This design comes from an exercise in tuning for small area on the open sky130 flow, not from production work. In this exercise RTL edits were held to simulation tests only and were not proved equivalent to the original. No activity file was given, so power comes from the tool's default toggle rates.

`design/flow/run.sh`:
```
#!/bin/bash
# synth_recipe.tcl (not shown) runs the flow's synth.tcl, then flattens the netlist and writes it again
# the make line also repeats each setting of config.mk as NAME=value (left out here)
make -C /OpenROAD-flow-scripts/flow DESIGN_CONFIG=/design/flow/config.mk WORK_HOME=/design/flow/orfs CLKGATE_MAP_FILE= SYNTH_SCRIPT=/design/flow/synth_recipe.tcl finish
```
`design/flow/config.mk`:
```
export PLATFORM = sky130hd
export DESIGN_NAME = dcache_top
export DESIGN_NICKNAME = dcache_top
export VERILOG_FILES = /design/flow/design.v
export SDC_FILE = /design/flow/constraint.sdc
export NUM_CORES = 4
export LEC_CHECK = 0
export CAP_MARGIN = 20
export CELL_PAD_IN_SITES_DETAIL_PLACEMENT = 1
export CELL_PAD_IN_SITES_GLOBAL_PLACEMENT = 1
export CORE_MARGIN = 2
export CORE_UTILIZATION = 40
export CTS_CLUSTER_DIAMETER = 60
export CTS_CLUSTER_SIZE = 30
export SLEW_MARGIN = 20
```
`design/flow/constraint.sdc`:
```
create_clock -name core_clock -period 12.0 [get_ports {clock}]
set_input_delay 2.4000 -clock core_clock [delete_from_list [all_inputs] [get_ports {clock}]]
set_output_delay 2.4000 -clock core_clock [all_outputs]
set_load 0.01 [all_outputs]
```
`design/flow/design.v`:
```
package cache_pkg;
  localparam int num_ways = 4;
  localparam int num_sets = 8;
  localparam int set_bits = 3;
  localparam int tag_bits = 10;
  localparam int addr_bits = set_bits + tag_bits;
  localparam int data_bits = 64;
  localparam int way_bits = 2;
  localparam int vb_depth = 4;
endpackage
import cache_pkg::*;
module tag_match (
  input  logic [num_ways-1:0][tag_bits-1:0] way_tags,
  input  logic [num_ways-1:0]               way_valid,
  input  logic [tag_bits-1:0]               tag,
  output logic [num_ways-1:0]               match
);
  always_comb begin
    for (int i = 0; i < num_ways; i++) begin
      match[i] = way_valid[i] && (way_tags[i] == tag);
    end
  end
endmodule
import cache_pkg::*;
module plru_tree (
  input  logic                clock,
  input  logic                reset,
  input  logic                rd_touch,
  input  logic [num_sets-1:0] rd_dec,
  input  logic [way_bits-1:0] rd_way,
  input  logic                wr_touch,
  input  logic [num_sets-1:0] wr_dec,
  input  logic [way_bits-1:0] wr_way,
  output logic [num_ways-1:0] victim_oh
);
  logic [num_sets-1:0][num_ways-2:0] tree_bits;
  logic [num_sets-1:0][num_ways-2:0] tree_next;
  logic [num_ways-2:0]               vb;
  function automatic logic [num_ways-2:0] touch(
    input logic [num_ways-2:0] bits,
    input logic [way_bits-1:0] way
  );
    logic [num_ways-2:0] result;
    result = bits;
    result[0] = ~way[1];
    if (way[1]) begin
      result[2] = ~way[0];
    end else begin
      result[1] = ~way[0];
    end
    touch = result;
  endfunction
  always_comb begin
    vb = '0;
    for (int s = 0; s < num_sets; s++) begin
      vb = vb | (tree_bits[s] & {(num_ways-1){wr_dec[s]}});
    end
  end
  assign victim_oh[0] = ~vb[0] & ~vb[1];
  assign victim_oh[1] = ~vb[0] &  vb[1];
  assign victim_oh[2] =  vb[0] & ~vb[2];
  assign victim_oh[3] =  vb[0] &  vb[2];
  always_comb begin
    for (int s = 0; s < num_sets; s++) begin
      tree_next[s] = tree_bits[s];
      if (wr_touch && wr_dec[s]) begin
        tree_next[s] = touch(tree_next[s], wr_way);
      end
      if (rd_touch && rd_dec[s]) begin
        tree_next[s] = touch(tree_next[s], rd_way);
      end
    end
  end
  always_ff @(posedge clock) begin
    if (reset) begin
      tree_bits <= '0;
    end else begin
      tree_bits <= tree_next;
    end
  end
endmodule
import cache_pkg::*;
module cache_mem (
  input  logic                 clock,
  input  logic                 reset,
  input  logic                 rd_en,
  input  logic [set_bits-1:0]  rd_set,
  input  logic [tag_bits-1:0]  rd_tag,
  input  logic                 rd_fwd,
  input  logic                 wr_en,
  input  logic [set_bits-1:0]  wr_set,
  input  logic [tag_bits-1:0]  wr_tag,
  input  logic [data_bits-1:0] wr_data,
  input  logic                 wr_dirty,
  output logic                 cm_rd_hit,
  output logic [data_bits-1:0] cm_rd_data,
  output logic                 wr_miss,
  output logic                 evict_valid,
  output logic [addr_bits-1:0] evict_addr,
  output logic [data_bits-1:0] evict_data,
  output logic                 evict_dirty
);
  localparam int num_lines = num_sets * num_ways;
  logic [num_lines-1:0][data_bits-1:0] line_data;
  logic [num_lines-1:0][tag_bits-1:0]  line_tag;
  logic [num_lines-1:0]                line_valid;
  logic [num_lines-1:0]                line_dirty;
  logic [num_sets-1:0] rd_dec, wr_dec;
  logic [num_ways-1:0][tag_bits-1:0] rd_tags, wr_tags;
  logic [num_ways-1:0] rd_valid, wr_valid, wr_dirties;
  logic [num_ways-1:0] rd_match, wr_match;
  logic [num_ways-1:0] victim_oh, wr_way_oh;
  logic [way_bits-1:0] rd_way, wr_way;
  logic                rd_array_hit, wr_hit;
  logic [num_lines-1:0] rd_sel, ev_sel, line_we;
  always_comb begin
    for (int s = 0; s < num_sets; s++) begin
      rd_dec[s] = (rd_set == set_bits'(s));
      wr_dec[s] = (wr_set == set_bits'(s));
    end
  end
  always_comb begin
    rd_tags = '0;
    wr_tags = '0;
    rd_valid = '0;
    wr_valid = '0;
    wr_dirties = '0;
    for (int s = 0; s < num_sets; s++) begin
      for (int w = 0; w < num_ways; w++) begin
        rd_tags[w] = rd_tags[w] | (line_tag[s*num_ways+w] & {tag_bits{rd_dec[s]}});
        wr_tags[w] = wr_tags[w] | (line_tag[s*num_ways+w] & {tag_bits{wr_dec[s]}});
        rd_valid[w] = rd_valid[w] | (line_valid[s*num_ways+w] & rd_dec[s]);
        wr_valid[w] = wr_valid[w] | (line_valid[s*num_ways+w] & wr_dec[s]);
        wr_dirties[w] = wr_dirties[w] | (line_dirty[s*num_ways+w] & wr_dec[s]);
      end
    end
  end
  tag_match u_rd_match (
    .way_tags  (rd_tags),
    .way_valid (rd_valid),
    .tag       (rd_tag),
    .match     (rd_match)
  );
  tag_match u_wr_match (
    .way_tags  (wr_tags),
    .way_valid (wr_valid),
    .tag       (wr_tag),
    .match     (wr_match)
  );
  assign rd_array_hit = |rd_match;
  assign wr_hit = |wr_match;
  assign rd_way = {rd_match[3] | rd_match[2], rd_match[3] | rd_match[1]};
  plru_tree u_plru_tree (
    .clock     (clock),
    .reset     (reset),
    .rd_touch  (rd_en && rd_array_hit),
    .rd_dec    (rd_dec),
    .rd_way    (rd_way),
    .wr_touch  (wr_en),
    .wr_dec    (wr_dec),
    .wr_way    (wr_way),
    .victim_oh (victim_oh)
  );
  assign wr_miss = wr_en && !wr_hit;
  assign wr_way_oh = wr_hit ? wr_match : victim_oh;
  assign wr_way = {wr_way_oh[3] | wr_way_oh[2], wr_way_oh[3] | wr_way_oh[1]};
  assign cm_rd_hit = rd_en && rd_array_hit;
  always_comb begin
    for (int s = 0; s < num_sets; s++) begin
      for (int w = 0; w < num_ways; w++) begin
        rd_sel[s*num_ways+w] = rd_dec[s] && !rd_fwd && rd_match[w];
        ev_sel[s*num_ways+w] = wr_dec[s] && victim_oh[w];
        line_we[s*num_ways+w] = wr_en && wr_dec[s] && wr_way_oh[w];
      end
    end
  end
  always_comb begin
    cm_rd_data = '0;
    evict_data = '0;
    for (int i = 0; i < num_lines; i++) begin
      cm_rd_data = cm_rd_data | (line_data[i] & {data_bits{rd_sel[i]}});
      evict_data = evict_data | (line_data[i] & {data_bits{ev_sel[i]}});
    end
  end
  assign evict_valid = wr_miss && |(victim_oh & wr_valid);
  assign evict_dirty = |(victim_oh & wr_dirties);
  always_comb begin
    evict_addr = {{tag_bits{1'b0}}, wr_set};
    for (int w = 0; w < num_ways; w++) begin
      evict_addr[addr_bits-1:set_bits] = evict_addr[addr_bits-1:set_bits] | (wr_tags[w] & {tag_bits{victim_oh[w]}});
    end
  end
  always_ff @(posedge clock) begin
    if (reset) begin
      line_valid <= '0;
    end else begin
      line_valid <= line_valid | line_we;
    end
  end
  always_ff @(posedge clock) begin
    for (int i = 0; i < num_lines; i++) begin
      if (line_we[i]) begin
        line_data[i] <= wr_data;
        line_tag[i] <= wr_tag;
        line_dirty[i] <= wr_dirty;
      end
    end
  end
endmodule
import cache_pkg::*;
module victim_buffer (
  input  logic                 clock,
  input  logic                 reset,
  input  logic                 rd_en,
  input  logic [addr_bits-1:0] rd_addr,
  input  logic                 rd_fwd,
  input  logic                 inv_en,
  input  logic [addr_bits-1:0] inv_addr,
  input  logic                 evict_valid,
  input  logic [addr_bits-1:0] evict_addr,
  input  logic [data_bits-1:0] evict_data,
  input  logic                 evict_dirty,
  output logic                 vb_rd_hit,
  output logic [data_bits-1:0] vb_rd_data,
  output logic                 wb_valid,
  output logic [addr_bits-1:0] wb_addr,
  output logic [data_bits-1:0] wb_data
);
  logic [vb_depth-1:0]                vb_valid;
  logic [vb_depth-1:0]                vb_dirty;
  logic [vb_depth-1:0][addr_bits-1:0] vb_addr;
  logic [vb_depth-1:0][data_bits-1:0] vb_data;
  logic [vb_depth-1:0][vb_depth-1:0]  older;
  logic [vb_depth-1:0] rd_match, inv_match, s1_valid, oldest, free_first, alloc;
  logic full, wb_take;
  always_comb begin
    for (int i = 0; i < vb_depth; i++) begin
      rd_match[i] = vb_valid[i] && (vb_addr[i] == rd_addr);
      inv_match[i] = inv_en && vb_valid[i] && (vb_addr[i] == inv_addr);
    end
  end
  assign vb_rd_hit = rd_en && |rd_match;
  always_comb begin
    vb_rd_data = '0;
    for (int i = 0; i < vb_depth; i++) begin
      vb_rd_data = vb_rd_data | (vb_data[i] & {data_bits{rd_match[i] && !rd_fwd}});
    end
  end
  assign s1_valid = vb_valid & ~inv_match;
  assign full = &s1_valid;
  always_comb begin
    for (int i = 0; i < vb_depth; i++) begin
      oldest[i] = 1'b1;
      for (int j = 0; j < vb_depth; j++) begin
        if (j != i) oldest[i] = oldest[i] && older[i][j];
      end
    end
  end
  always_comb begin
    logic taken;
    taken = 1'b0;
    for (int i = 0; i < vb_depth; i++) begin
      free_first[i] = !s1_valid[i] && !taken;
      taken = taken || !s1_valid[i];
    end
  end
  assign alloc = full ? oldest : free_first;
  assign wb_take = evict_valid && full && |(oldest & vb_dirty);
  always_ff @(posedge clock) begin
    if (reset) begin
      vb_valid <= '0;
      wb_valid <= 1'b0;
    end else begin
      vb_valid <= s1_valid | (alloc & {vb_depth{evict_valid}});
      wb_valid <= wb_take;
    end
  end
  always_ff @(posedge clock) begin
    for (int i = 0; i < vb_depth; i++) begin
      if (evict_valid && alloc[i]) begin
        vb_dirty[i] <= evict_dirty;
        vb_addr[i] <= evict_addr;
        vb_data[i] <= evict_data;
        for (int j = 0; j < vb_depth; j++) begin
          if (j != i) begin
            older[i][j] <= 1'b0;
            older[j][i] <= 1'b1;
          end
        end
      end
    end
  end
  always_ff @(posedge clock) begin
    logic [addr_bits-1:0] a;
    logic [data_bits-1:0] d;
    a = '0;
    d = '0;
    for (int i = 0; i < vb_depth; i++) begin
      a = a | (vb_addr[i] & {addr_bits{oldest[i]}});
      d = d | (vb_data[i] & {data_bits{oldest[i]}});
    end
    wb_addr <= a;
    wb_data <= d;
  end
endmodule
import cache_pkg::*;
module dcache_top (
  input  logic                 clock,
  input  logic                 reset,
  input  logic                 rd_en,
  input  logic [addr_bits-1:0] rd_addr,
  input  logic                 wr_en,
  input  logic [addr_bits-1:0] wr_addr,
  input  logic [data_bits-1:0] wr_data,
  input  logic                 wr_dirty,
  output logic                 rd_hit,
  output logic [data_bits-1:0] rd_data,
  output logic                 wr_miss,
  output logic                 wb_valid,
  output logic [addr_bits-1:0] wb_addr,
  output logic [data_bits-1:0] wb_data
);
  logic                 rd_fwd;
  logic                 cm_rd_hit;
  logic [data_bits-1:0] cm_rd_data;
  logic                 vb_rd_hit;
  logic [data_bits-1:0] vb_rd_data;
  logic                 evict_valid;
  logic [addr_bits-1:0] evict_addr;
  logic [data_bits-1:0] evict_data;
  logic                 evict_dirty;
  assign rd_fwd = rd_en && wr_en && (rd_addr == wr_addr);
  cache_mem u_cache_mem (
    .clock       (clock),
    .reset       (reset),
    .rd_en       (rd_en),
    .rd_set      (rd_addr[set_bits-1:0]),
    .rd_tag      (rd_addr[addr_bits-1:set_bits]),
    .rd_fwd      (rd_fwd),
    .wr_en       (wr_en),
    .wr_set      (wr_addr[set_bits-1:0]),
    .wr_tag      (wr_addr[addr_bits-1:set_bits]),
    .wr_data     (wr_data),
    .wr_dirty    (wr_dirty),
    .cm_rd_hit   (cm_rd_hit),
    .cm_rd_data  (cm_rd_data),
    .wr_miss     (wr_miss),
    .evict_valid (evict_valid),
    .evict_addr  (evict_addr),
    .evict_data  (evict_data),
    .evict_dirty (evict_dirty)
  );
  victim_buffer u_victim_buffer (
    .clock       (clock),
    .reset       (reset),
    .rd_en       (rd_en),
    .rd_addr     (rd_addr),
    .rd_fwd      (rd_fwd),
    .inv_en      (wr_en),
    .inv_addr    (wr_addr),
    .evict_valid (evict_valid),
    .evict_addr  (evict_addr),
    .evict_data  (evict_data),
    .evict_dirty (evict_dirty),
    .vb_rd_hit   (vb_rd_hit),
    .vb_rd_data  (vb_rd_data),
    .wb_valid    (wb_valid),
    .wb_addr     (wb_addr),
    .wb_data     (wb_data)
  );
  assign rd_hit = rd_fwd || cm_rd_hit || vb_rd_hit;
  assign rd_data = cm_rd_data | vb_rd_data | (wr_data & {data_bits{rd_fwd}});
endmodule
```
==> results of run 1 <==
## per-layer routing
| metal | part of all wire [%] | global-route usage [%] |
|---|---|---|
| met1 | 35 | 53.9 |
| met2 | 41 | 58.8 |
| met3 | 17 | 17.8 |
| met4 | 7.7 | 26.8 |
| met5 | 0.068 | 0.469 |
## layout make-up
class	count	share of cell area, %
well taps	3978	3.55
multi-input cells	4549	25.1
clock buffers	248	4.30
clock inverters	197	1.78
repair buffers	685	4.81
flip-flops and latches	2862	60.2
diodes	92	0.164
inverters	16	0.0536
## how the worst max path moves through the flow
stage | start | to
after global placement | rd_addr[2] | rd_data[62]
after detailed placement | rd_addr[2] | rd_data[59]
final | rd_addr[2] | rd_data[59]
after floorplan | wr_addr[2] | u_cache_mem.line_data[100]
after CTS | rd_addr[2] | rd_data[59]
after global routing | rd_addr[2] | rd_data[59]
## logic make-up after synthesis
kind of cell	after synthesis	synth area share (%)
multiplexers	253	2.82
AND/OR/NAND/NOR	1399	6.28
AO/OA/AOI/OAI	2705	17.7
flip-flops	2862	69.2
buffers and inverters	660	2.56
XOR/XNOR	192	1.38
## worst max-delay path, delay by kind of cell
| kind | cells | cell delay, ns |
|---|---|---|
| AO/OA/AOI/OAI | 3 | 1.26 |
| XOR/XNOR | 1 | 0.14 |
| multiplexers | 1 | 0.38 |
| AND/OR/NAND/NOR | 5 | 2.37 |
| buffers and inverters | 4 | 2.21 |
## flip-flops by register name, summed over array words and instances (netlist names)
| name | flops |
|---|---|
| u_cache_mem.line_data | 2048 |
| u_cache_mem.line_dirty | 32 |
| u_cache_mem.line_tag | 320 |
| u_cache_mem.line_valid | 32 |
| u_cache_mem.u_plru_tree.tree_bits | 24 |
| u_victim_buffer.older | 12 |
| u_victim_buffer.vb_addr | 52 |
| u_victim_buffer.vb_data | 256 |
| u_victim_buffer.vb_dirty | 4 |
| u_victim_buffer.vb_valid | 4 |
| u_victim_buffer.wb_addr | 13 |
| u_victim_buffer.wb_data | 64 |
| u_victim_buffer.wb_valid | 1 |
## cells in the final DEF (no fill, tap or decap), types with 38 or more instances in the layout
cell type        count
o21ai_0             54
a221oi_1           436
a222oi_1           148
clkdlybuf4s50_1    201
diode_2             92
or3_1               38
buf_12              87
a21oi_1             69
clkbuf_16          238
dfxtp_1            150
mux2_2              74
nor2_1              97
a221o_1             53
a22oi_1           1344
mux2i_1            104
nand4_1            298
xor2_1              49
nand2_1            424
a22o_1             364
edfxtp_1          2712
buf_4              354
nand3_1            159
mux4_2              63
xnor2_1            143
nor2_4              70
## power groups by stage
stage / Clock [mW] / Combinational, mW / Sequential, mW
2_1_floorplan: 0 / 0.471 / 11.3
3_3_place_gp: 0 / 1.04 / 11.3
3_5_place_dp: 0 / 1.06 / 11.3
4_1_cts: 8.66 / 1.06 / 11.1
5_1_grt: 9.00 / 1.12 / 11.1
6_report: 8.70 / 1.12 / 11.1
## metrics by stage
step	util [%]	hold slack, ns
5_1_grt	46.2	0.498
6_report	46.3	0.471
3_5_place_dp	43.4	0.447
2_1_floorplan	-	0.419
4_1_cts	46.2	0.473
3_3_place_gp	43.3	0.435
==> impl_metrics.json, run 1 <==
{
  "status": "finished clean",
  "cts_post_setup_buffers_inserted": 0,
  "slew_viol_final": 0,
  "drive_gt1_share_pct": 14.4,
  "startpoint_type": "primary input",
  "num-fill-cells": 29200,
  "fmax_mhz": 88.6,
  "tns_ns": 0,
  "die_y_um": 556,
  "dp_cells": 12100,
  "setup_slack_ns": 0.710,
  "r2r_setup_slack_ns": 6.00,
  "cts.sinks": 2862,
  "ff2ff_path_depth": 12,
  "fin_skew_ns": 0.0915,
  "hold_start": "u_victim_buffer.older[12]",
  "p_int_mw": 15.5,
  "numCtsBuffers": 237,
  "syn_avg_cell_area_um2": 15.1,
  "grt_first_pass_wirelength_um": 883000,
  "start_util_pct": 40.2,
  "fin_crit_sh_pct": 94.1,
  "viasPerCell": 8.02,
  "dr.pass1.iters": 10,
  "hold_depth": 1,
  "critPathMaxFanout": 47,
  "synthTopCellsByArea": "edfxtp_1 67%, a22oi_1 8.3%, a221oi_1 3.1%, a22o_1 2.6%, dfxtp_1 2.5%",
  "netlist_area_um2": 122000,
  "via_count": 101000,
  "yosys_warnings": 4,
  "area_growth_syn_to_layout_pct": 15.0,
  "max_stage_delay_ns": 0.81,
  "tritoncts": "yes",
  "drv_cap": 0,
  "die-area_um2": 309000,
  "cp-end-kind": "output pin",
  "hold_violations": 0,
  "yosys_register_bits": 2862,
  "r2r-end": "u_cache_mem.line_data[1840]",
  "rsz0062_at_grt": "false",
  "synth_cell_types": 89,
  "io_buffers": 238,
  "drc_errors": 0,
  "sw_frac_of_total_pct": 25.7,
  "setup_viol": 0,
  "netlist_top_cells_count": "2712 x edfxtp_1, 1344 x a22oi_1, 436 x a221oi_1",
  "io_pins": 239,
  "ant_nets": 0,
  "cts_resized": 0,
  "dp_hpwl_um": 378000,
  "syn_nets": 8166,
  "ys.flop_type": "edfxtp_1",
  "hold_class": "flop to flop",
  "synth_area_leader_cell": "edfxtp_1",
  "async_flop_share_pct": 0,
  "first_iter_violations": 23900,
  "wl_per_cell_um": 53.5,
  "fin_nets": 8446,
  "grt_use_total_pct": 42.3,
  "root_buffer": "clkbuf_16",
  "grt-ovfl-total": 0,
  "power_frac_comb_pct": 5.4,
  "cts_buffer_depth": 4,
  "synth_top_area_share_pct": 66.8,
  "worstSkewPairLatency_ns": 1.01,
  "power_density_nw_per_um2": 149,
  "multi_input_area_um2": 35200,
  "chipWidth_um": 556,
  "cp_cell_sequence": "buf_4, buf_4, mux2_1, a221o_1, a222oi_1, xor2_1, nand4_1, nor2_2, nand2_1, buf_4, nor2_1, a2111oi_0, nand4_1, clkdlybuf4s50_1",
  "switchingPower_mw": 5.36,
  "holdPathEnd": "u_victim_buffer.older[12]",
  "regArea_um2": 84400,
  "gp_congestion": 0.952,
  "wirelength_um": 675000,
  "stdcell_count": 12600,
  "worst-setup-path-type": "primary input to output pin",
  "netlist_instances": 8071,
  "p_seq_share_pct": 53.0,
  "pre_cts_ws_ns": 1.31,
  "worst_slew_pin_slew_ns": 1.36,
  "antenna_found_initial": 80,
  "placed_cell_area_um2": 131000,
  "h-tree-depth": 4,
  "timing.rr.start": "u_cache_mem.line_tag[198]",
  "clk_pin_slew_worst_paths_ns": 0.07,
  "seq_area_frac_synth_pct": 69.2,
  "cpMaxStageDelayCell": "nand4_1",
  "layout_min_cycle_time_ns": 11.29,
  "clkPwrFrac_pct": 41.6,
  "core_um2": 303000,
  "max_slew_margin_pct": 9.33,
  "rows": 202,
  "cts_hold_buf": 0,
  "grt_max_degree": 91,
  "power.leakage_nw": 44.3,
  "cp_common_cell": "buf_4",
  "grt_pass1_vias": 95200,
  "synth_edf_count": 2712,
  "fin_area_um2": 140000,
  "synth.most_common_cell": "edfxtp_1",
  "power.total_mw": 20.9,
  "cp_data_arrival_time_ns": 8.89,
  "cp_data_required_time_ns": 9.60,
  "ir_drop_mv": 0.133
}
==> run 2: changes to the inputs <==
--- a/design/flow/config.mk
+++ b/design/flow/config.mk
@@ -10,6 +10,4 @@
 export CELL_PAD_IN_SITES_GLOBAL_PLACEMENT = 1
 export CORE_MARGIN = 2
-export CORE_UTILIZATION = 40
-export CTS_CLUSTER_DIAMETER = 60
-export CTS_CLUSTER_SIZE = 30
+export CORE_UTILIZATION = 25
 export SLEW_MARGIN = 20
==> run 2 against run 1 <==
Compared with the run above: final cell count up 20%; first-iteration DRC count down 2.5%; highest routed layer unchanged; sequential power about the same; hold slack worse by 0.013 ns; flip-flop and latch count unchanged; clock skew up 0.0085 ns; register-to-register slack better by 0.13 ns; clock-buffer cell count up 139; non-clock buffer count down 25; fmax down 0.58%; largest cell class unchanged; via count about the same.
==> impl_metrics.json, run 2 <==
{
  "grt_first_pass_wirelength_um": 896000,
  "area_growth_syn_to_layout_pct": 19.0,
  "io_buffers": 238,
  "drive_gt1_share_pct": 14.4,
  "die-area_um2": 493000,
  "num-fill-cells": 51000,
  "setup_viol": 0,
  "hold_violations": 0,
  "final_common_cell": "edfxtp_1",
  "ys.flop_type": "edfxtp_1",
  "tns_ns": 0,
  "yosys_warnings": 4,
  "gp_congestion": 0.938,
  "fmax_mhz": 88.1,
  "tritoncts": "yes",
  "cp_data_required_time_ns": 9.60,
  "critPathMaxFanout": 40,
  "multi_input_area_um2": 35200,
  "yosys_register_bits": 2862,
  "regMostFlops": "u_cache_mem.line_data",
  "viasPerCell": 6.67,
  "hold_depth": 1,
  "synth_edf_count": 2712,
  "cts.sinks": 2862,
  "grt-ovfl-total": 0,
  "synth_xor_area_share_pct": 1.38,
  "drv_cap": 0,
  "core_um2": 486000,
  "synth_cell_types": 89,
  "finalCoreUtilization_pct": 29.9,
  "largestRegisters": "u_cache_mem.line_data: 2048 flops, u_cache_mem.line_tag: 320 flops, u_victim_buffer.vb_data: 256 flops",
  "cts_resized": 0,
  "grt_max_degree": 66,
  "worst_slew_pin_slew_ns": 1.28,
  "rows": 256,
  "synthAdderAreaFrac_pct": 0,
  "clk_pin_slew_worst_paths_ns": 0.06,
  "slew_viol_final": 0,
  "cts_hold_buf": 0,
  "wirelength_um": 687000,
  "status": "finished clean",
  "chipWidth_um": 702,
  "largest_register_ff_count": 2048,
  "seq_area_frac_synth_pct": 69.2,
  "cts_post_setup_buffers_inserted": 0,
  "die_y_um": 702,
  "regArea_um2": 84400,
  "max_slew_margin_pct": 14.5,
  "final_cell_mix": "2712 x edfxtp_1, 1344 x a22oi_1, 436 x a221oi_1",
  "power.leakage_nw": 45.2,
  "fin_crit_sh_pct": 94.6,
  "layout_min_cycle_time_ns": 11.35,
  "root_buffer": "clkbuf_16",
  "hold_class": "flop to flop",
  "synth_top_family_by_area": "compound AO/OA/AOI/OAI gates",
  "grt_use_total_pct": 26.6,
  "cts_buffer_depth": 4,
  "synth_compound_area_share_pct": 17.7,
  "io_pins": 239,
  "h-tree-depth": 5,
  "startpoint_type": "primary input",
  "ir_drop_mv": 0.115,
  "syn_nets": 8166,
  "start_util_pct": 25.1,
  "dp_hpwl_um": 382000,
  "r2r_setup_slack_ns": 6.13,
  "synthSimpleGateAreaFrac_pct": 6.28,
  "synth_area_leader_cell": "edfxtp_1",
  "synthTopCellsByArea": "edfxtp_1 67%, a22oi_1 8.3%, a221oi_1 3.1%, a22o_1 2.6%, dfxtp_1 2.5%",
  "grt_pass1_vias": 96300,
  "dr.pass1.iters": 10,
  "cp_data_arrival_time_ns": 8.95,
  "async_flop_share_pct": 0,
  "netlist_area_um2": 122000,
  "cp-end-kind": "output pin",
  "worstSkewPairLatency_ns": 1.01,
  "fin_nets": 8496,
  "worst-setup-path-type": "primary input to output pin",
  "antenna_found_initial": 102,
  "post_synth_mux_area_share_pct": 2.82,
  "rsz0062_at_grt": "false",
  "syn_avg_cell_area_um2": 15.1,
  "fin_skew_ns": 0.100,
  "ff2ff_path_depth": 12,
  "via_count": 101000,
  "netlist_instances": 8071,
  "synth.most_common_cell": "edfxtp_1",
  "numCtsBuffers": 312,
  "drc_errors": 0,
  "synth_top_area_share_pct": 66.8,
  "ant_nets": 0,
  "power_density_nw_per_um2": 155,
  "netlist_top_cells_count": "2712 x edfxtp_1, 1344 x a22oi_1, 436 x a221oi_1",
  "first_iter_violations": 23300,
  "wl_per_cell_um": 45.2
}
-- run 2: area by class of cell --
class	count	area share, %
clock buffers	387	5.74
clock inverters	180	1.55
repair buffers	660	4.56
multi-input cells	4549	24.2
flip-flops and latches	2862	58.2
well taps	6450	5.56
inverters	16	0.0517
diodes	74	0.128
-- run 2: final timing paths --
kind / startpoint / endpoint
worst min register to register: u_victim_buffer.older[6] / u_victim_buffer.older[6]
worst min-delay path: u_victim_buffer.older[6] / u_victim_buffer.older[6]
worst max register to register: u_cache_mem.u_plru_tree.tree_bits[3] / u_victim_buffer.vb_data[154]
worst max-delay path: rd_addr[2] / rd_data[20]
-- run 2: cell families (layout without fill, tap and decap cells) --
| logic type | Yosys count | count (layout) |
|---|---|---|
| and+or+nand+nor | 1399 | 1399 |
| AOI/OAI and AO/OA | 2705 | 2705 |
| xor gates and xnor gates | 192 | 192 |
| other | 0 | 74 |
| muxes | 253 | 253 |
| DFF | 2862 | 2862 |
| buffers and inverters | 660 | 1243 |
-- run 2: power by group --
| part | leakage (nW) | switching, mW | internal (mW) |
|---|---|---|---|
| clock network | 5.12 | 4.34 | 5.91 |
| logic | 14.4 | 0.838 | 0.273 |
| registers | 25.7 | 0.0414 | 11.0 |
| total | 45.2 | 5.21 | 17.2 |
-- run 2: layer usage --
metal,wire length (µm),GRT usage [%],part of all wire (%),vias up
met4,54500,17.3,7.9,62
met2,283000,38.4,41,11600
met5,568,0.196,0.083,-
met1,237000,33.0,35,51300
met3,111000,10.3,16,3083
li1,-,-,-,35200
-- run 2: critical path, cell delays in order --
cell and delay (ns):
buf_4 0.51, buf_4 0.40, nand2b_1 0.15, nor2_1 0.87, a222oi_1 0.33, xnor2_1 0.34, nand4_2 0.54, buf_4 0.40
nor4_4 0.40, buf_4 0.46, buf_4 0.49, a22oi_1 0.17, nand4_1 0.15, or3_1 0.58, clkdlybuf4s50_1 0.67
-- run 2: through the flow --
stage                     worst slack, ns  total power [mW]  std cells  hold slack [ns]  area (µm²)
after floorplan                      3.34              11.8       8071            0.419      122000
after global placement              0.964              12.3      14500            0.435      134000
after detailed placement             1.02              12.3      14500            0.446      134000
after CTS                           0.990              22.4      15100            0.464      145000
after global routing                0.782              22.8      15100            0.480      145000
final                               0.645              22.4      15200            0.458      145000
==> run 3: changes to the inputs <==
--- a/design/flow/config.mk
+++ b/design/flow/config.mk
@@ -10,4 +10,7 @@
 export CELL_PAD_IN_SITES_GLOBAL_PLACEMENT = 1
 export CORE_MARGIN = 2
-export CORE_UTILIZATION = 25
+export CORE_UTILIZATION = 30
+export CTS_BUF_LIST = sky130_fd_sc_hd__clkbuf_16
+export CTS_CLUSTER_DIAMETER = 100
+export CTS_CLUSTER_SIZE = 24
 export SLEW_MARGIN = 20
==> run 3 against run 2 <==
Compared with the run above: power down 20%; synthesized cell count unchanged; highest routed layer unchanged; clock-buffer cell count down 239; hold slack better by 0.014 ns; still clean on timing, DRC and antenna; utilization up 4.2 points; area after synthesis unchanged.
==> impl_metrics.json, run 3 <==
{
  "status": "finished clean",
  "synth_area_leader_cell": "edfxtp_1",
  "seq_area_frac_synth_pct": 69.2,
  "setup_viol": 0,
  "slew_viol_final": 0,
  "ir_drop_mv": 0.111,
  "start_util_pct": 30.1,
  "cp_data_required_time_ns": 9.60,
  "cts_buffer_depth": 4,
  "power_density_nw_per_um2": 131,
  "grt_first_pass_wirelength_um": 880000,
  "syn_nets": 8166,
  "fmax_mhz": 87.9,
  "setup_slack_ns": 0.624,
  "clk_pin_slew_worst_paths_ns": 0.10,
  "die_y_um": 642,
  "wl_per_cell_um": 48.7,
  "dr.pass1.iters": 8,
  "final_common_cell": "edfxtp_1",
  "stdcell_count": 13800,
  "multi_input_area_um2": 35200,
  "hold_violations": 0,
  "cts_resized": 0,
  "regArea_um2": 84400,
  "fin_crit_sh_pct": 94.8,
  "grt-ovfl-total": 0,
  "dp_cells": 13600,
  "grt_pass1_vias": 94500,
  "tns_ns": 0,
  "ant_nets": 0,
  "max_slew_margin_pct": 10.9,
  "grt_use_total_pct": 31.5,
  "fin_skew_ns": 0.114,
  "cp_cell_sequence": "buf_4, nor2b_1, a221oi_1, a221o_1, o211ai_1, or4b_1, buf_4, nor3_4, buf_4, buf_4, a22o_1, a2111oi_0, nand4_1, clkdlybuf4s50_1",
  "io_pins": 239,
  "final_cell_mix": "2712 x edfxtp_1, 1344 x a22oi_1, 436 x a221oi_1",
  "tritoncts": "yes",
  "synth.most_common_cell": "edfxtp_1",
  "gp_congestion": 0.961,
  "viasPerCell": 7.19,
  "ys.flop_type": "edfxtp_1",
  "cp_data_arrival_time_ns": 8.98,
  "synthSimpleGateAreaFrac_pct": 6.28,
  "cp_common_cell": "buf_4",
  "drive_gt1_share_pct": 12.0,
  "die-area_um2": 412000,
  "drc_errors": 0,
  "post_synth_mux_area_share_pct": 2.82,
  "netlist_top_cells_count": "2712 x edfxtp_1, 1344 x a22oi_1, 436 x a221oi_1",
  "async_flop_share_pct": 0,
  "synth_cell_types": 89,
  "synth_top_family_by_area": "compound AO/OA/AOI/OAI gates",
  "grt_max_degree": 75,
  "synth_edf_count": 2712,
  "critPathMaxFanout": 41,
  "dp_hpwl_um": 394000,
  "h-tree-depth": 4,
  "cts.sinks": 2862,
  "max_stage_delay_ns": 0.97,
  "netlist_area_um2": 122000,
  "timing.rr.start": "u_cache_mem.u_plru_tree.tree_bits[3]",
  "power.leakage_nw": 42.6,
  "worstSkewPairLatency_ns": 0.97,
  "first_iter_violations": 22000,
  "fin_nets": 8396,
  "cts_hold_buf": 0,
  "worst-setup-path-type": "primary input to output pin",
  "worst_slew_pin_slew_ns": 1.33,
  "pre_cts_ws_ns": 1.06,
  "synthTopCellsByArea": "edfxtp_1 67%, a22oi_1 8.3%, a221oi_1 3.1%, a22o_1 2.6%, dfxtp_1 2.5%",
  "cts_post_setup_buffers_inserted": 0,
  "yosys_register_bits": 2862,
  "syn_avg_cell_area_um2": 15.1,
  "synth_xor_area_share_pct": 1.38,
  "cp-end-kind": "output pin",
  "synth_compound_area_share_pct": 17.7,
  "drv_cap": 0,
  "yosys_warnings": 4,
  "regMostFlops": "u_cache_mem.line_data",
  "core_um2": 406000,
  "rsz0062_at_grt": "false",
  "antenna_found_initial": 69,
  "startpoint_type": "primary input",
  "root_buffer": "clkbuf_16",
  "hold_class": "flop to flop",
  "wirelength_um": 674000,
  "area_growth_syn_to_layout_pct": 13.2,
  "cpMaxStageDelayCell": "nor2b_1",
  "synth_top_area_share_pct": 66.8,
  "largest_register_ff_count": 2048,
  "startpoint": "rd_addr[1]",
  "hold_start": "u_victim_buffer.older[6]",
  "numCtsBuffers": 147,
  "num-fill-cells": 41800,
  "rows": 234,
  "layout_min_cycle_time_ns": 11.38,
  "netlist_instances": 8071,
  "synthAdderAreaFrac_pct": 0,
  "chipWidth_um": 642,
  "io_buffers": 238,
  "via_count": 99500,
  "largestRegisters": "u_cache_mem.line_data: 2048 flops, u_cache_mem.line_tag: 320 flops, u_victim_buffer.vb_data: 256 flops"
}
[run 3: cell counts after synthesis]
No cell type changed its count.
[run 3: path summary, 6_finish.rpt]
kind	end	slack (ns)	depth (start not counted)
setup reg to reg	u_victim_buffer.vb_data[70]	6.23	11
setup / recovery	rd_data[59]	0.62	14
hold reg to reg	u_victim_buffer.older[6]	0.47	1
hold / removal	u_victim_buffer.older[6]	0.47	1
[run 3: area by class of cell]
type	count	share of cell area, %
diodes	44	0.0798
clock buffers	148	2.68
clock inverters	77	0.398
inverters	16	0.0544
multi-input cells	4549	25.5
flip-flops and latches	2862	61.2
well taps	5428	4.92
repair buffers	725	5.20
[run 3: stage by stage]
step | util (%) | instance area, µm² | total power, mW | hold WS (ns)
after detailed placement | 33.0 | 134000 | 12.4 | 0.451
after floorplan | - | 122000 | 11.8 | 0.419
after global placement | 32.9 | 134000 | 12.4 | 0.434
after CTS | 34.0 | 138000 | 17.9 | 0.476
after global routing | 34.0 | 138000 | 18.3 | 0.493
final | 34.0 | 138000 | 18.0 | 0.471
[run 3: cells by family after synthesis]
group | after synthesis
buffers and inverters | 660
xor gates and xnor gates | 192
DFF | 2862
AOI/OAI and AO/OA | 2705
muxes | 253
and+or+nand+nor | 1399
[run 3: worst max-delay path, delay by kind of cell]
family	cells	cell delay [ns]
simple gates	4	2.18
buf+inv	5	2.30
compound gates	5	1.97
[run 3: where the power goes]
| part | switching [mW] | total [mW] | internal (mW) | leakage [nW] |
|---|---|---|---|---|
| combinational | 0.873 | 1.15 | 0.280 | 14.7 |
| clock | 3.51 | 5.82 | 2.31 | 2.27 |
| sequential | 0.0424 | 11.1 | 11.0 | 25.7 |
[run 3: routing by layer]
metal / vias up / routed length (µm) / track usage [%]
met1: 51200 / 238000 / 39.8
met2: 10900 / 279000 / 45.0
met4: 44 / 50800 / 19.6
met3: 2688 / 106000 / 12.2
li1: 34700 / - / -
met5: - / 478 / 0.260
==> run 4: changes to the inputs <==
==> design/flow/flow/run.sh (new file) <==
#!/bin/bash
set -o pipefail
export CTS_ARGS="-sink_clustering_enable -repair_clock_nets -dont_use_dummy_load -buf_list {sky130_fd_sc_hd__clkbuf_8 sky130_fd_sc_hd__clkbuf_16} -root_buf sky130_fd_sc_hd__clkbuf_16 -sink_clustering_buffer sky130_fd_sc_hd__clkbuf_16 -sink_clustering_size 24 -sink_clustering_max_diameter 100"
bash standard.sh > standard.log 2>&1
==> design/flow/standard.sh (new file) <==
#!/bin/bash
# synth_recipe.tcl (not shown) runs the flow's synth.tcl, then flattens the netlist and writes it again
# the make line also repeats each setting of config.mk as NAME=value (left out here)
make -C /OpenROAD-flow-scripts/flow DESIGN_CONFIG=/design/flow/config.mk WORK_HOME=/design/flow/orfs CLKGATE_MAP_FILE= SYNTH_SCRIPT=/design/flow/synth_recipe.tcl "${@:-finish}"
--- a/design/flow/config.mk
+++ b/design/flow/config.mk
@@ -11,6 +11,3 @@
 export CORE_MARGIN = 2
 export CORE_UTILIZATION = 30
-export CTS_BUF_LIST = sky130_fd_sc_hd__clkbuf_16
-export CTS_CLUSTER_DIAMETER = 100
-export CTS_CLUSTER_SIZE = 24
 export SLEW_MARGIN = 20
removed: design/flow/run.sh
==> run 4 against run 3 <==
Compared with the run above: still clean; via count about the same; area after synthesis did not move; combinational power is essentially flat; final cell count fell by 0.47%; routed wire length barely moved; sequential share of layout area grew 0.23 points; register-to-register slack got worse by 0.08 ns; critical path type unchanged; highest routed layer unchanged.
==> impl_metrics.json, run 4 <==
{
  "status": "finished clean",
  "fin_crit_sh_pct": 93.7,
  "netlist_instances": 8071,
  "h-tree-depth": 4,
  "grt_pass1_vias": 94200,
  "fin_skew_ns": 0.139,
  "viasPerCell": 7.22,
  "grt_first_pass_wirelength_um": 879000,
  "antenna_found_initial": 76,
  "root_buffer": "clkbuf_16",
  "stdcell_count": 13800,
  "die-area_um2": 412000,
  "hold_violations": 0,
  "cp_data_required_time_ns": 9.60,
  "worst-setup-path-type": "primary input to output pin",
  "grt_max_degree": 75,
  "ant_nets": 0,
  "final_cell_mix": "2712 x edfxtp_1, 1344 x a22oi_1, 436 x a221oi_1",
  "layout_min_cycle_time_ns": 11.24,
  "async_flop_share_pct": 0,
  "regMostFlops": "u_cache_mem.line_data",
  "cp_data_arrival_time_ns": 8.84,
  "cts_hold_buf": 0,
  "synth_top_area_share_pct": 66.8,
  "drv_cap": 0,
  "worst_slew_pin_slew_ns": 1.34,
  "synthTopCellsByArea": "edfxtp_1 67%, a22oi_1 8.3%, a221oi_1 3.1%, a22o_1 2.6%, dfxtp_1 2.5%",
  "hold_start": "u_victim_buffer.older[12]",
  "largest_register_ff_count": 2048,
  "ys.flop_type": "edfxtp_1",
  "first_iter_violations": 22300,
  "yosys_register_bits": 2862,
  "yosys_warnings": 4,
  "timing.rr.start": "u_cache_mem.u_plru_tree.tree_bits[3]",
  "power_density_nw_per_um2": 129,
  "drive_gt1_share_pct": 11.8,
  "cp-end-kind": "output pin",
  "die_y_um": 642,
  "hold_class": "flop to flop",
  "numCtsBuffers": 147,
  "synth.most_common_cell": "edfxtp_1",
  "setup_viol": 0,
  "netlist_top_cells_count": "2712 x edfxtp_1, 1344 x a22oi_1, 436 x a221oi_1",
  "cts.sinks": 2862,
  "worstSkewPairLatency_ns": 0.97,
  "synth_edf_count": 2712,
  "start_util_pct": 30.1,
  "grt_use_total_pct": 31.4,
  "wirelength_um": 674000,
  "startpoint": "rd_addr[1]",
  "syn_nets": 8166,
  "seq_area_frac_synth_pct": 69.2,
  "grt-ovfl-total": 0,
  "fmax_mhz": 89.0,
  "slew_viol_final": 0,
  "cts_resized": 0,
  "final_common_cell": "edfxtp_1",
  "area_growth_syn_to_layout_pct": 12.8,
  "tritoncts": "yes",
  "num-fill-cells": 41700,
  "syn_avg_cell_area_um2": 15.1,
  "drc_errors": 0,
  "ir_drop_mv": 0.108,
  "rows": 234,
  "synth_area_leader_cell": "edfxtp_1",
  "via_count": 99500,
  "tns_ns": 0,
  "largestRegisters": "u_cache_mem.line_data: 2048 flops, u_cache_mem.line_tag: 320 flops, u_victim_buffer.vb_data: 256 flops",
  "cts_buffer_depth": 4,
  "io_buffers": 238,
  "netlist_area_um2": 122000,
  "wl_per_cell_um": 48.9,
  "core_um2": 406000,
  "io_pins": 239,
  "dr.pass1.iters": 9,
  "critPathMaxFanout": 41,
  "rsz0062_at_grt": "false",
  "dp_cells": 13600,
  "cts_post_setup_buffers_inserted": 0,
  "synth_cell_types": 89,
  "startpoint_type": "primary input",
  "clk_pin_slew_worst_paths_ns": 0.07,
  "dp_hpwl_um": 394000,
  "max_slew_margin_pct": 10.8,
  "chipWidth_um": 642,
  "gp_congestion": 0.961,
  "fin_nets": 8397,
  "power.leakage_nw": 42.2
}
## run 4: changes by cell type in the layout (fill, tap and decap cells not counted), sizes merged
| cell | change |
|---|---|
| buf | +1 |
| clkinv | -11 |
| clkbuf | -1 |
| inv | -66 |
| diode | +12 |
## run 4: cell type report
type / count / area (µm²) / area share (%)
well taps: 5428 / 6790 / 4.94
clock buffers: 147 / 3680 / 2.68
inverters: 16 / 75.1 / 0.0546
flip-flops and latches: 2862 / 84400 / 61.4
repair buffers: 726 / 7200 / 5.24
multi-input cells: 4549 / 35200 / 25.6
diodes: 56 / 140 / 0.102
## run 4: path summary, 6_finish.rpt
| check | endpoint | slack, ns | cells after the start |
|---|---|---|---|
| max | rd_data[59] | 0.76 | 14 |
| min | u_victim_buffer.older[12] | 0.47 | 1 |
| max reg2reg | u_victim_buffer.vb_data[6] | 6.15 | 11 |
| min reg2reg | u_victim_buffer.older[12] | 0.47 | 1 |
## run 4: through the flow
step	hold WS, ns	area [µm²]	setup WS [ns]	power, mW	util (%)
floorplan	0.419	122000	3.34	11.8	-
global placement	0.434	134000	1.05	12.4	32.9
detailed placement	0.451	134000	1.06	12.4	33.0
CTS	0.474	137000	1.05	17.6	33.9
global route	0.489	137000	0.768	18.0	33.9
finish	0.473	138000	0.758	17.7	33.9
## run 4: power breakdown
| group | internal, mW | leakage [nW] | switching, mW |
|---|---|---|---|
| clock | 2.20 | 1.81 | 3.32 |
| combinational | 0.281 | 14.7 | 0.873 |
| sequential | 11.0 | 25.7 | 0.0425 |
## run 4: layer usage
layer / part of all wire [%] / track usage, %
met4: 7.4 / 19.3
met3: 16 / 11.8
met1: 35 / 39.9
met2: 41 / 45.2
met5: 0.083 / 0.449
## run 4: worst max-delay path: stages
cell	delay (ns)
buf_4	0.65
nor2b_1	1.03
a221oi_1	0.19
a221o_1	0.42
o211ai_1	0.18
or4b_1	0.68
buf_4	0.34
nor3_4	0.07
buf_4	0.34
buf_4	0.36
a22o_1	0.27
a2111oi_0	0.78
nand4_1	0.42
clkdlybuf4s50_1	0.59
## run 4: cells by family after synthesis
group                  share of synthesized area [%]
buffers and inverters                           2.56
AO/OA/AOI/OAI                                   17.7
AND/OR/NAND/NOR                                 6.28
flip-flops                                      69.2
multiplexers                                    2.82
XOR/XNOR                                        1.38
==> run 5: changes to the inputs <==
--- a/design/flow/design.v
+++ b/design/flow/design.v
@@ -121,17 +121,10 @@
   end
   always_comb begin
-    rd_tags = '0;
-    wr_tags = '0;
-    rd_valid = '0;
-    wr_valid = '0;
-    wr_dirties = '0;
-    for (int s = 0; s < num_sets; s++) begin
-      for (int w = 0; w < num_ways; w++) begin
-        rd_tags[w] = rd_tags[w] | (line_tag[s*num_ways+w] & {tag_bits{rd_dec[s]}});
-        wr_tags[w] = wr_tags[w] | (line_tag[s*num_ways+w] & {tag_bits{wr_dec[s]}});
-        rd_valid[w] = rd_valid[w] | (line_valid[s*num_ways+w] & rd_dec[s]);
-        wr_valid[w] = wr_valid[w] | (line_valid[s*num_ways+w] & wr_dec[s]);
-        wr_dirties[w] = wr_dirties[w] | (line_dirty[s*num_ways+w] & wr_dec[s]);
-      end
+    for (int w = 0; w < num_ways; w++) begin
+      rd_tags[w] = line_tag[{rd_set, way_bits'(w)}];
+      wr_tags[w] = line_tag[{wr_set, way_bits'(w)}];
+      rd_valid[w] = line_valid[{rd_set, way_bits'(w)}];
+      wr_valid[w] = line_valid[{wr_set, way_bits'(w)}];
+      wr_dirties[w] = line_dirty[{wr_set, way_bits'(w)}];
     end
   end
==> run 5 against run 4 <==
Compared with the run above: still clean on timing, DRC and antenna; via count shrank 2.4%; fmax down 2.2%; critical path depth down 2; non-clock buffer count is 84 lower; area after synthesis is 0.31% lower.
==> impl_metrics.json, run 5 <==
{
  "status": "finished clean",
  "cp-end-kind": "output pin",
  "start_util_pct": 30.2,
  "area_growth_syn_to_layout_pct": 12.2,
  "pre_cts_ws_ns": 0.877,
  "ff2ff_path_depth": 11,
  "drv_cap": 0,
  "slew_viol_final": 0,
  "fin_skew_ns": 0.114,
  "worst_slew_pin_slew_ns": 1.32,
  "max_slew_margin_pct": 11.9,
  "whs_ns": 0.473,
  "die_y_um": 641,
  "r2r-end": "u_cache_mem.line_data[1775]",
  "yosys_warnings": 4,
  "synth_top_area_share_pct": 67.0,
  "critical_path_cell_count": 12,
  "cts_post_setup_buffers_inserted": 0,
  "core_um2": 403000,
  "async_flop_share_pct": 0,
  "regMostFlops": "u_cache_mem.line_data",
  "netlist_top_cells_count": "2712 x edfxtp_1, 1567 x a22oi_1, 332 x clkbuf_1",
  "cp_data_arrival_time_ns": 9.09,
  "io_pins": 239,
  "grt-ovfl-total": 0,
  "final_common_cell": "edfxtp_1",
  "synth_area_leader_cell": "edfxtp_1",
  "cts_resized": 0,
  "hold_violations": 0,
  "startpoint_type": "primary input",
  "grt_max_degree": 113,
  "cp_data_required_time_ns": 9.60,
  "largest_register_ff_count": 2048,
  "cts_buffer_depth": 4,
  "max_stage_delay_ns": 1.02,
  "synth_cell_types": 90,
  "clk_pin_slew_worst_paths_ns": 0.09,
  "final_cell_mix": "2712 x edfxtp_1, 1567 x a22oi_1, 323 x buf_4",
  "ys.flop_type": "edfxtp_1",
  "synthTopCellsByArea": "edfxtp_1 67%, a22oi_1 9.7%, dfxtp_1 2.5%, mux4_2 2.3%, a22o_1 2.0%",
  "wl_per_cell_um": 48.0,
  "layout_min_cycle_time_ns": 11.49,
  "num-fill-cells": 41400,
  "worstSkewPairLatency_ns": 0.97,
  "cts_hold_buf": 0,
  "cts.sinks": 2862,
  "yosys_register_bits": 2862,
  "r2r_setup_slack_ns": 6.29,
  "cpMaxStageDelayCell": "and4_4",
  "drive_gt1_share_pct": 11.5,
  "setup_slack_ns": 0.510,
  "cp-endpoint": "rd_data[57]",
  "die-area_um2": 410000,
  "tritoncts": "yes",
  "critical-path-top-delay-family": "simple AND/OR/NAND/NOR gates",
  "viasPerCell": 7.15,
  "io_buffers": 238,
  "h-tree-depth": 4,
  "cp_cell_sequence": "clkbuf_8, buf_4, mux4_2, mux2i_1, xnor2_1, a2111oi_0, and4_4, a32oi_1, nor2_1, nor4_1, nand4_1, clkdlybuf4s50_1",
  "grt_use_total_pct": 30.6,
  "netlist_area_um2": 122000,
  "syn_nets": 8021,
  "grt_first_pass_wirelength_um": 854000,
  "netlist_instances": 7926,
  "dr.pass1.iters": 10,
  "via_count": 97100,
  "fin_crit_sh_pct": 95.8,
  "wirelength_um": 651000,
  "finalCoreUtilization_pct": 33.8,
  "dp_hpwl_um": 372000,
  "rows": 233,
  "startpoint": "rd_addr[1]",
  "largestRegisters": "u_cache_mem.line_data: 2048 flops, u_cache_mem.line_tag: 320 flops, u_victim_buffer.vb_data: 256 flops",
  "power_density_nw_per_um2": 133,
  "first_iter_violations": 22800,
  "syn_avg_cell_area_um2": 15.3,
  "tns_ns": 0,
  "critPathMaxFanout": 85,
  "fin_nets": 8185,
  "seq_area_frac_synth_pct": 69.5,
  "setup_viol": 0,
  "grt_pass1_vias": 92900,
  "ant_nets": 0,
  "power.leakage_nw": 41.0,
  "timing.rr.start": "u_cache_mem.line_tag[261]",
  "rsz0062_at_grt": "false",
  "worst-setup-path-type": "primary input to output pin",
  "ir_drop_mv": 0.109,
  "root_buffer": "clkbuf_16",
  "fmax_mhz": 87.0,
  "synth_edf_count": 2712,
  "numCtsBuffers": 148,
  "synth.most_common_cell": "edfxtp_1",
  "chipWidth_um": 641,
  "critPathBufInv": 3,
  "drc_errors": 0,
  "gp_congestion": 0.932,
  "hold_class": "flop to flop",
  "antenna_found_initial": 97
}
run 5: worst min path at each step:
| stage | from | end | slack [ns] | depth (start not counted) |
|---|---|---|---|---|
| 2_1_floorplan | u_victim_buffer.older[13] | u_victim_buffer.older[13] | 0.43 | 2 |
| 3_3_place_gp | u_victim_buffer.older[9] | u_victim_buffer.older[9] | 0.45 | 2 |
| 3_5_place_dp | u_victim_buffer.older[8] | u_victim_buffer.older[8] | 0.46 | 1 |
| 4_1_cts | u_victim_buffer.older[8] | u_victim_buffer.older[8] | 0.48 | 1 |
| 5_1_grt | u_victim_buffer.older[12] | u_victim_buffer.older[12] | 0.50 | 1 |
| 6_report | u_victim_buffer.vb_data[29] | u_victim_buffer.wb_data[29] | 0.47 | 2 |
run 5: per-layer routing:
metal  share of wire (%)  vias up  track usage, %
met1                  36    50300            39.0
met5                0.11        -           0.603
li1                    -    34100               -
met2                  41    10300            43.4
met3                  16     2324            12.2
met4                 6.9       76            18.1
run 5: stage by stage:
step	area (µm²)	instances	power [mW]
final	136000	13600	18.2
after global routing	136000	13500	18.5
after CTS	136000	13500	18.1
after detailed placement	133000	13300	12.8
after global placement	132000	13300	12.8
after floorplan	122000	7926	12.0
run 5: cells by family after synthesis:
kind of cell | count (synthesis) | share of synthesized area [%]
compound gates | 2777 | 17.9
mux | 316 | 3.95
buf+inv | 659 | 2.41
xor+xnor | 181 | 1.31
flops | 2862 | 69.5
simple gates | 1131 | 5.01
run 5: area by class of cell:
class / count / area (µm²) / area share, %
antenna: 83 / 208 / 0.152
clock buffer: 148 / 3700 / 2.71
inverter: 31 / 131 / 0.0963
multi-input combinational: 4405 / 34900 / 25.6
sequential: 2862 / 84400 / 61.9
tap: 5405 / 6760 / 4.96
timing repair buffer: 642 / 6270 / 4.59
run 5: power breakdown:
group	switching [mW]	leakage [nW]	total [mW]	internal, mW
Combinational	1.13	13.5	1.55	0.414
Clock	3.31	1.82	5.52	2.22
Sequential	0.0648	25.7	11.1	11.1
run 5: worst min-delay path: stages (launching register included):
cell and delay [ns]:
edfxtp_1 0.35, a22oi_1 0.07, nand2_1 0.09
==> run 6: changes to the inputs <==
==> design/flow/run.sh (new file) <==
#!/bin/bash
# synth_recipe.tcl (not shown) runs the flow's synth.tcl, then flattens the netlist and writes it again
# the make line also repeats each setting of config.mk as NAME=value (left out here)
make -C /OpenROAD-flow-scripts/flow DESIGN_CONFIG=/design/flow/config.mk WORK_HOME=/design/flow/orfs CLKGATE_MAP_FILE= SYNTH_SCRIPT=/design/flow/synth_recipe.tcl finish
--- a/design/flow/config.mk
+++ b/design/flow/config.mk
@@ -11,3 +11,6 @@
 export CORE_MARGIN = 2
 export CORE_UTILIZATION = 30
+export CTS_BUF_LIST = sky130_fd_sc_hd__clkbuf_8
+export CTS_CLUSTER_DIAMETER = 50
+export CTS_CLUSTER_SIZE = 12
 export SLEW_MARGIN = 20
removed: design/flow/flow/run.sh
removed: design/flow/standard.sh
==> run 6 against run 5 <==
Compared with the run above: critical path depth up 3; first-iteration DRC count up 0.53%; non-clock buffer count up 3; final cell count up 2.9%; largest power group unchanged.
==> impl_metrics.json, run 6 <==
{
  "status": "finished clean",
  "netlist_area_um2": 122000,
  "layout_min_cycle_time_ns": 11.64,
  "drv_cap": 0,
  "hold_start": "u_victim_buffer.older[9]",
  "root_buffer": "clkbuf_8",
  "fin_skew_ns": 0.109,
  "power.leakage_nw": 42.7,
  "fmax_mhz": 85.9,
  "syn_nets": 8021,
  "final_cell_mix": "2712 x edfxtp_1, 1567 x a22oi_1, 336 x clkbuf_8",
  "rsz0062_at_grt": "false",
  "regMostFlops": "u_cache_mem.line_data",
  "num-fill-cells": 41400,
  "core_um2": 403000,
  "dr.pass1.iters": 10,
  "grt_pass1_vias": 94800,
  "first_iter_violations": 23000,
  "critPathMaxFanout": 20,
  "grt-ovfl-total": 0,
  "cts.sinks": 2862,
  "hold_class": "flop to flop",
  "grt_first_pass_wirelength_um": 863000,
  "tritoncts": "yes",
  "startpoint": "rd_addr[4]",
  "grt_max_degree": 113,
  "viasPerCell": 7.05,
  "grt_use_total_pct": 30.8,
  "fin_crit_sh_pct": 97.0,
  "cp-end-kind": "output pin",
  "largestRegisters": "u_cache_mem.line_data: 2048 flops, u_cache_mem.line_tag: 320 flops, u_victim_buffer.vb_data: 256 flops",
  "yosys_register_bits": 2862,
  "wirelength_um": 657000,
  "clk_pin_slew_worst_paths_ns": 0.08,
  "die_y_um": 641,
  "synthTopCellsByArea": "edfxtp_1 67%, a22oi_1 9.7%, dfxtp_1 2.5%, mux4_2 2.3%, a22o_1 2.0%",
  "worst_slew_pin_slew_ns": 1.27,
  "die-area_um2": 410000,
  "synth_top_area_share_pct": 67.0,
  "cts_buffer_depth": 4,
  "timing.rr.start": "u_cache_mem.line_tag[29]",
  "fin_nets": 8364,
  "synth_area_leader_cell": "edfxtp_1",
  "drive_gt1_share_pct": 14.6,
  "worstSkewPairLatency_ns": 1.19,
  "io_buffers": 238,
  "seq_area_frac_synth_pct": 69.5,
  "worst-setup-path-type": "primary input to output pin",
  "tns_ns": 0,
  "synth.most_common_cell": "edfxtp_1",
  "wl_per_cell_um": 47.0,
  "power.total_mw": 19.9,
  "gp_congestion": 0.932,
  "cp_data_arrival_time_ns": 9.24,
  "largest_register_ff_count": 2048,
  "netlist_instances": 7926,
  "netlist_top_cells_count": "2712 x edfxtp_1, 1567 x a22oi_1, 332 x clkbuf_1",
  "h-tree-depth": 5,
  "cp_data_required_time_ns": 9.60,
  "numCtsBuffers": 324,
  "synth_edf_count": 2712,
  "synth_cell_types": 90,
  "cts_hold_buf": 0,
  "syn_avg_cell_area_um2": 15.3,
  "ant_nets": 0,
  "chipWidth_um": 641,
  "ys.flop_type": "edfxtp_1",
  "async_flop_share_pct": 0,
  "ir_drop_mv": 0.0896,
  "cts_post_setup_buffers_inserted": 0,
  "io_pins": 239,
  "startpoint_type": "primary input",
  "yosys_warnings": 4,
  "hold_violations": 0,
  "final_common_cell": "edfxtp_1",
  "cts_resized": 0,
  "start_util_pct": 30.2,
  "antenna_found_initial": 99,
  "max_slew_margin_pct": 14.9,
  "area_growth_syn_to_layout_pct": 14.6,
  "rows": 233,
  "via_count": 98500,
  "dp_hpwl_um": 372000,
  "slew_viol_final": 0,
  "power_density_nw_per_um2": 143,
  "drc_errors": 0,
  "setup_viol": 0
}
## run 6: area by class of cell
class	instances	area, µm²	share of cell area [%]
Sequential cell	2862	84400	60.6
Multi-Input combinational cell	4405	34900	25.1
Clock inverter	196	1900	1.36
Timing Repair Buffer	645	6330	4.54
Antenna cell	93	233	0.167
Inverter	31	131	0.0943
Tap cell	5405	6760	4.85
Clock buffer	335	4610	3.31
## run 6: power by group
| part | total (mW) | switching (mW) | leakage, nW | internal (mW) |
|---|---|---|---|---|
| Combinational | 1.55 | 1.14 | 13.6 | 0.414 |
| Sequential | 11.1 | 0.0651 | 25.7 | 11.1 |
| Clock | 7.24 | 3.95 | 3.43 | 3.29 |
| Total | 19.9 | 5.15 | 42.7 | 14.8 |
## run 6: critical path, cell delays in order
cell and delay [ns]:
clkdlybuf4s50_1 1.09, xnor2_1 0.20, nand4_1 0.27, nor4_2 0.49, buf_4 0.52, nor3_2 0.19, buf_6 0.24, buf_4 0.22
buf_4 0.25, a22oi_1 0.17, nand3_1 0.13, a221oi_1 1.04, o21ai_0 0.77, or3_1 0.68, clkdlybuf4s50_1 0.53
## run 6: stage by stage
step                      cells  setup WS (ns)  utilization [%]  hold WS, ns  area [µm²]
after CTS                 13900          0.857             34.5        0.470      139000
final                     14000          0.365             34.6        0.468      139000
after detailed placement  13300          0.877             32.9        0.459      133000
after floorplan            7926           3.58                -        0.431      122000
after global routing      13900          0.677             34.5        0.504      139000
after global placement    13300          0.684             32.9        0.448      132000
## run 6: cell families after synthesis
family | Yosys count | synth area share (%)
flip-flops | 2862 | 69.5
XOR/XNOR | 181 | 1.31
buffers and inverters | 659 | 2.41
multiplexers | 316 | 3.95
AND/OR/NAND/NOR | 1131 | 5.01
AO/OA/AOI/OAI | 2777 | 17.9
## run 6: per-layer routing
layer	share of wire [%]	vias to the layer above	GRT usage, %
li1	-	34700	-
met1	36	50900	39.0
met2	41	10400	43.6
met3	16	2540	13.0
met4	7.1	72	18.5
met5	0.084	-	0
## run 6: worst paths after layout
path / depth (start not counted) / slack [ns] / endpoint
setup / recovery: 15 / 0.36 / rd_data[42]
hold / removal: 2 / 0.47 / u_victim_buffer.older[9]
setup reg to reg: 11 / 6.31 / u_cache_mem.line_data[1751]
hold reg to reg: 2 / 0.47 / u_victim_buffer.older[9]
==> run 7: changes to the inputs <==
--- a/design/flow/config.mk
+++ b/design/flow/config.mk
@@ -11,6 +11,6 @@
 export CORE_MARGIN = 2
 export CORE_UTILIZATION = 30
-export CTS_BUF_LIST = sky130_fd_sc_hd__clkbuf_8
-export CTS_CLUSTER_DIAMETER = 50
-export CTS_CLUSTER_SIZE = 12
+export CTS_BUF_LIST = sky130_fd_sc_hd__clkbuf_16
+export CTS_CLUSTER_DIAMETER = 100
+export CTS_CLUSTER_SIZE = 24
 export SLEW_MARGIN = 20
==> run 7 against run 6 <==
Compared with the run above: hold slack improved by 0.0089 ns; register-to-register slack about the same; non-clock buffer count down 4; final cell count decreased by 2.2%; final area shrank 1.6%; global-route usage is 0.23 points lower.
==> impl_metrics.json, run 7 <==
{
  "seq_area_frac_synth_pct": 69.5,
  "grt_use_total_pct": 30.6,
  "worst_slew_pin_slew_ns": 1.34,
  "power_density_nw_per_um2": 135,
  "dp_hpwl_um": 372000,
  "root_buffer": "clkbuf_16",
  "synth.most_common_cell": "edfxtp_1",
  "synth_area_leader_cell": "edfxtp_1",
  "grt_first_pass_wirelength_um": 856000,
  "synth_cell_types": 90,
  "largest_register_ff_count": 2048,
  "wirelength_um": 651000,
  "drc_errors": 0,
  "fin_skew_ns": 0.0939,
  "drive_gt1_share_pct": 11.7,
  "power.total_mw": 18.5,
  "yosys_warnings": 4,
  "use_met2_pct": 43.5,
  "syn_nets": 8021,
  "io_pins": 239,
  "cts.sinks": 2862,
  "chipWidth_um": 641,
  "cts_post_setup_buffers_inserted": 0,
  "syn_avg_cell_area_um2": 15.3,
  "hold_start": "u_victim_buffer.older[6]",
  "antenna_found_initial": 98,
  "netlist_top_cells_count": "2712 x edfxtp_1, 1567 x a22oi_1, 332 x clkbuf_1",
  "area_growth_syn_to_layout_pct": 12.7,
  "cts_hold_buf": 0,
  "setup_viol": 0,
  "timing.rr.start": "u_cache_mem.line_tag[184]",
  "cp_data_required_time_ns": 9.60,
  "layout_min_cycle_time_ns": 11.49,
  "cts_resized": 0,
  "final_cell_mix": "2712 x edfxtp_1, 1567 x a22oi_1, 323 x buf_4",
  "use_met3_pct": 12.5,
  "drv_cap": 0,
  "hold_violations": 0,
  "numCtsBuffers": 148,
  "cp_data_arrival_time_ns": 9.09,
  "via_count": 97100,
  "die-area_um2": 410000,
  "fin_crit_sh_pct": 95.7,
  "gp_congestion": 0.932,
  "netlist_area_um2": 122000,
  "synth_edf_count": 2712,
  "first_iter_violations": 22600,
  "power.leakage_nw": 41.4,
  "wl_per_cell_um": 47.7,
  "ys.flop_type": "edfxtp_1",
  "yosys_register_bits": 2862,
  "multi_input_area_um2": 34900,
  "regArea_um2": 84400,
  "netlist_instances": 7926,
  "hold_class": "flop to flop",
  "die_y_um": 641,
  "dr.pass1.iters": 10,
  "worst-setup-path-type": "primary input to output pin",
  "num-fill-cells": 41400,
  "r2r_setup_slack_ns": 6.32,
  "clk_pin_slew_worst_paths_ns": 0.09,
  "synthTopCellsByArea": "edfxtp_1 67%, a22oi_1 9.7%, dfxtp_1 2.5%, mux4_2 2.3%, a22o_1 2.0%",
  "fmax_mhz": 87.1,
  "io_buffers": 238,
  "tritoncts": "yes",
  "h-tree-depth": 4,
  "ant_nets": 0,
  "viasPerCell": 7.10,
  "rsz0062_at_grt": "false",
  "final_common_cell": "edfxtp_1",
  "async_flop_share_pct": 0,
  "critPathMaxFanout": 85,
  "grtUsageMet1_pct": 38.9,
  "tns_ns": 0,
  "core_um2": 403000,
  "worstSkewPairLatency_ns": 0.97,
  "ir_drop_mv": 0.105,
  "max_slew_margin_pct": 10.9,
  "regMostFlops": "u_cache_mem.line_data",
  "grt_max_degree": 113,
  "slew_viol_final": 0,
  "grt-ovfl-total": 0,
  "top_usage_layer": "met2",
  "fin_nets": 8184,
  "rows": 233,
  "startpoint": "rd_addr[1]",
  "status": "finished clean",
  "synth_top_area_share_pct": 67.0,
  "startpoint_type": "primary input",
  "cp-end-kind": "output pin",
  "grt_pass1_vias": 92900,
  "start_util_pct": 30.2,
  "largestRegisters": "u_cache_mem.line_data: 2048 flops, u_cache_mem.line_tag: 320 flops, u_victim_buffer.vb_data: 256 flops",
  "cts_buffer_depth": 4
}
run 7: cell count changes in the layout (fill, tap and decap cells not counted), sizes merged:
cell / delta
buf: -3
bufinv: -30
clkbuf: -184
clkdlybuf4s50: -1
clkinv: -60
clkinvlp: -18
diode: +6
inv: -15
run 7: cell type report:
class                      count  area share (%)
tap                         5405            4.94
timing repair buffer         641            4.56
antenna                       99           0.181
multi-input combinational   4405            25.5
clock inverter                73           0.370
clock buffer                 151            2.76
sequential                  2862            61.6
inverter                      31          0.0959
run 7: cell families (layout without fill, tap and decap cells):
logic type      count (synthesis)  in the layout  synth area share, %
other cells                     0             99                    0
compound gates               2777           2777                 17.9
flops                        2862           2862                 69.5
mux                           316            316                 3.95
xor+xnor                      181            181                 1.31
buf+inv                       659            896                 2.41
simple gates                 1131           1131                 5.01
run 7: report_power, final:
group	switching, mW	leakage [nW]	internal (mW)
logic	1.13	13.5	0.413
registers	0.0641	25.7	11.1
clock network	3.48	2.24	2.34
total	4.68	41.4	13.8
run 7: layer usage:
layer	vias up	share of wire, %
met4	80	6.9
met3	2307	16
met2	10200	41
met5	-	0.11
li1	34200	-
met1	50300	35
run 7: worst paths after layout:
path                            endpoint  cells after the start
max                          rd_data[57]                     12
min             u_victim_buffer.older[6]                      1
max reg2reg  u_cache_mem.line_data[1751]                     11
min reg2reg     u_victim_buffer.older[6]                      1
run 7: metrics by stage:
step	instances	setup WS (ns)	util, %	hold WS, ns	instance area, µm²
CTS	13600	0.866	33.9	0.481	137000
detailed placement	13300	0.877	32.9	0.459	133000
global route	13600	0.676	33.9	0.507	137000
global placement	13300	0.684	32.9	0.448	132000
floorplan	7926	3.58	-	0.431	122000
finish	13700	0.514	34.0	0.477	137000
run 7: critical path: stages:
cell	delay [ns]
clkbuf_8	0.71
buf_4	0.57
mux4_2	0.40
mux2i_1	0.31
xnor2_1	0.17
a2111oi_0	0.57
and4_4	1.04
a32oi_1	0.57
nor2_1	0.91
nor4_1	0.18
nand4_1	0.43
clkdlybuf4s50_1	0.65

afterwards: timing with drivers on the ports:
The results above use ideal ports. As a check the final layouts listed here were re-extracted and re-timed, cells and wires unchanged.
Step 1: set_driving_cell puts a clkbuf_16 on clock and a buf_2 on each other input, an assumption about the parent block.
Step 2 times the ports against the registers' clock, not the clock port: input delays grow and output delays shrink by t, the midpoint of the rising clock arrivals with the driver on.
a / b / c = ideal ports / drivers / drivers and shift; a / b = the first two.
| run | t (ns) | slack for setup (ns) | clock arrival spread, ns | worst slew at a driven data input, ns |
|---|---|---|---|---|
| run 1 | 1.080 | 0.710 / 0.684 / 0.684 | 0.092 / 0.092 | 0.26 |
| run 2 | 1.068 | 0.645 / 0.592 / 0.592 | 0.112 / 0.112 | 0.47 |
| run 3 | 1.044 | 0.624 / 0.592 / 0.592 | 0.118 / 0.118 | 0.44 |
| run 4 | 1.009 | 0.758 / 0.727 / 0.727 | 0.168 / 0.168 | 0.44 |
| run 5 | 1.010 | 0.510 / 0.461 / 0.461 | 0.130 / 0.131 | 0.47 |
| run 6 | 1.233 | 0.365 / 0.292 / 0.292 | 0.141 / 0.142 | 0.50 |
| run 7 | 1.027 | 0.514 / 0.475 / 0.475 | 0.114 / 0.114 | 0.51 |
After both steps every run listed still meets setup and hold. For run 6, which loses most, drivers alone change the setup slack by -0.073 ns; drivers and shift together by -0.073 ns.
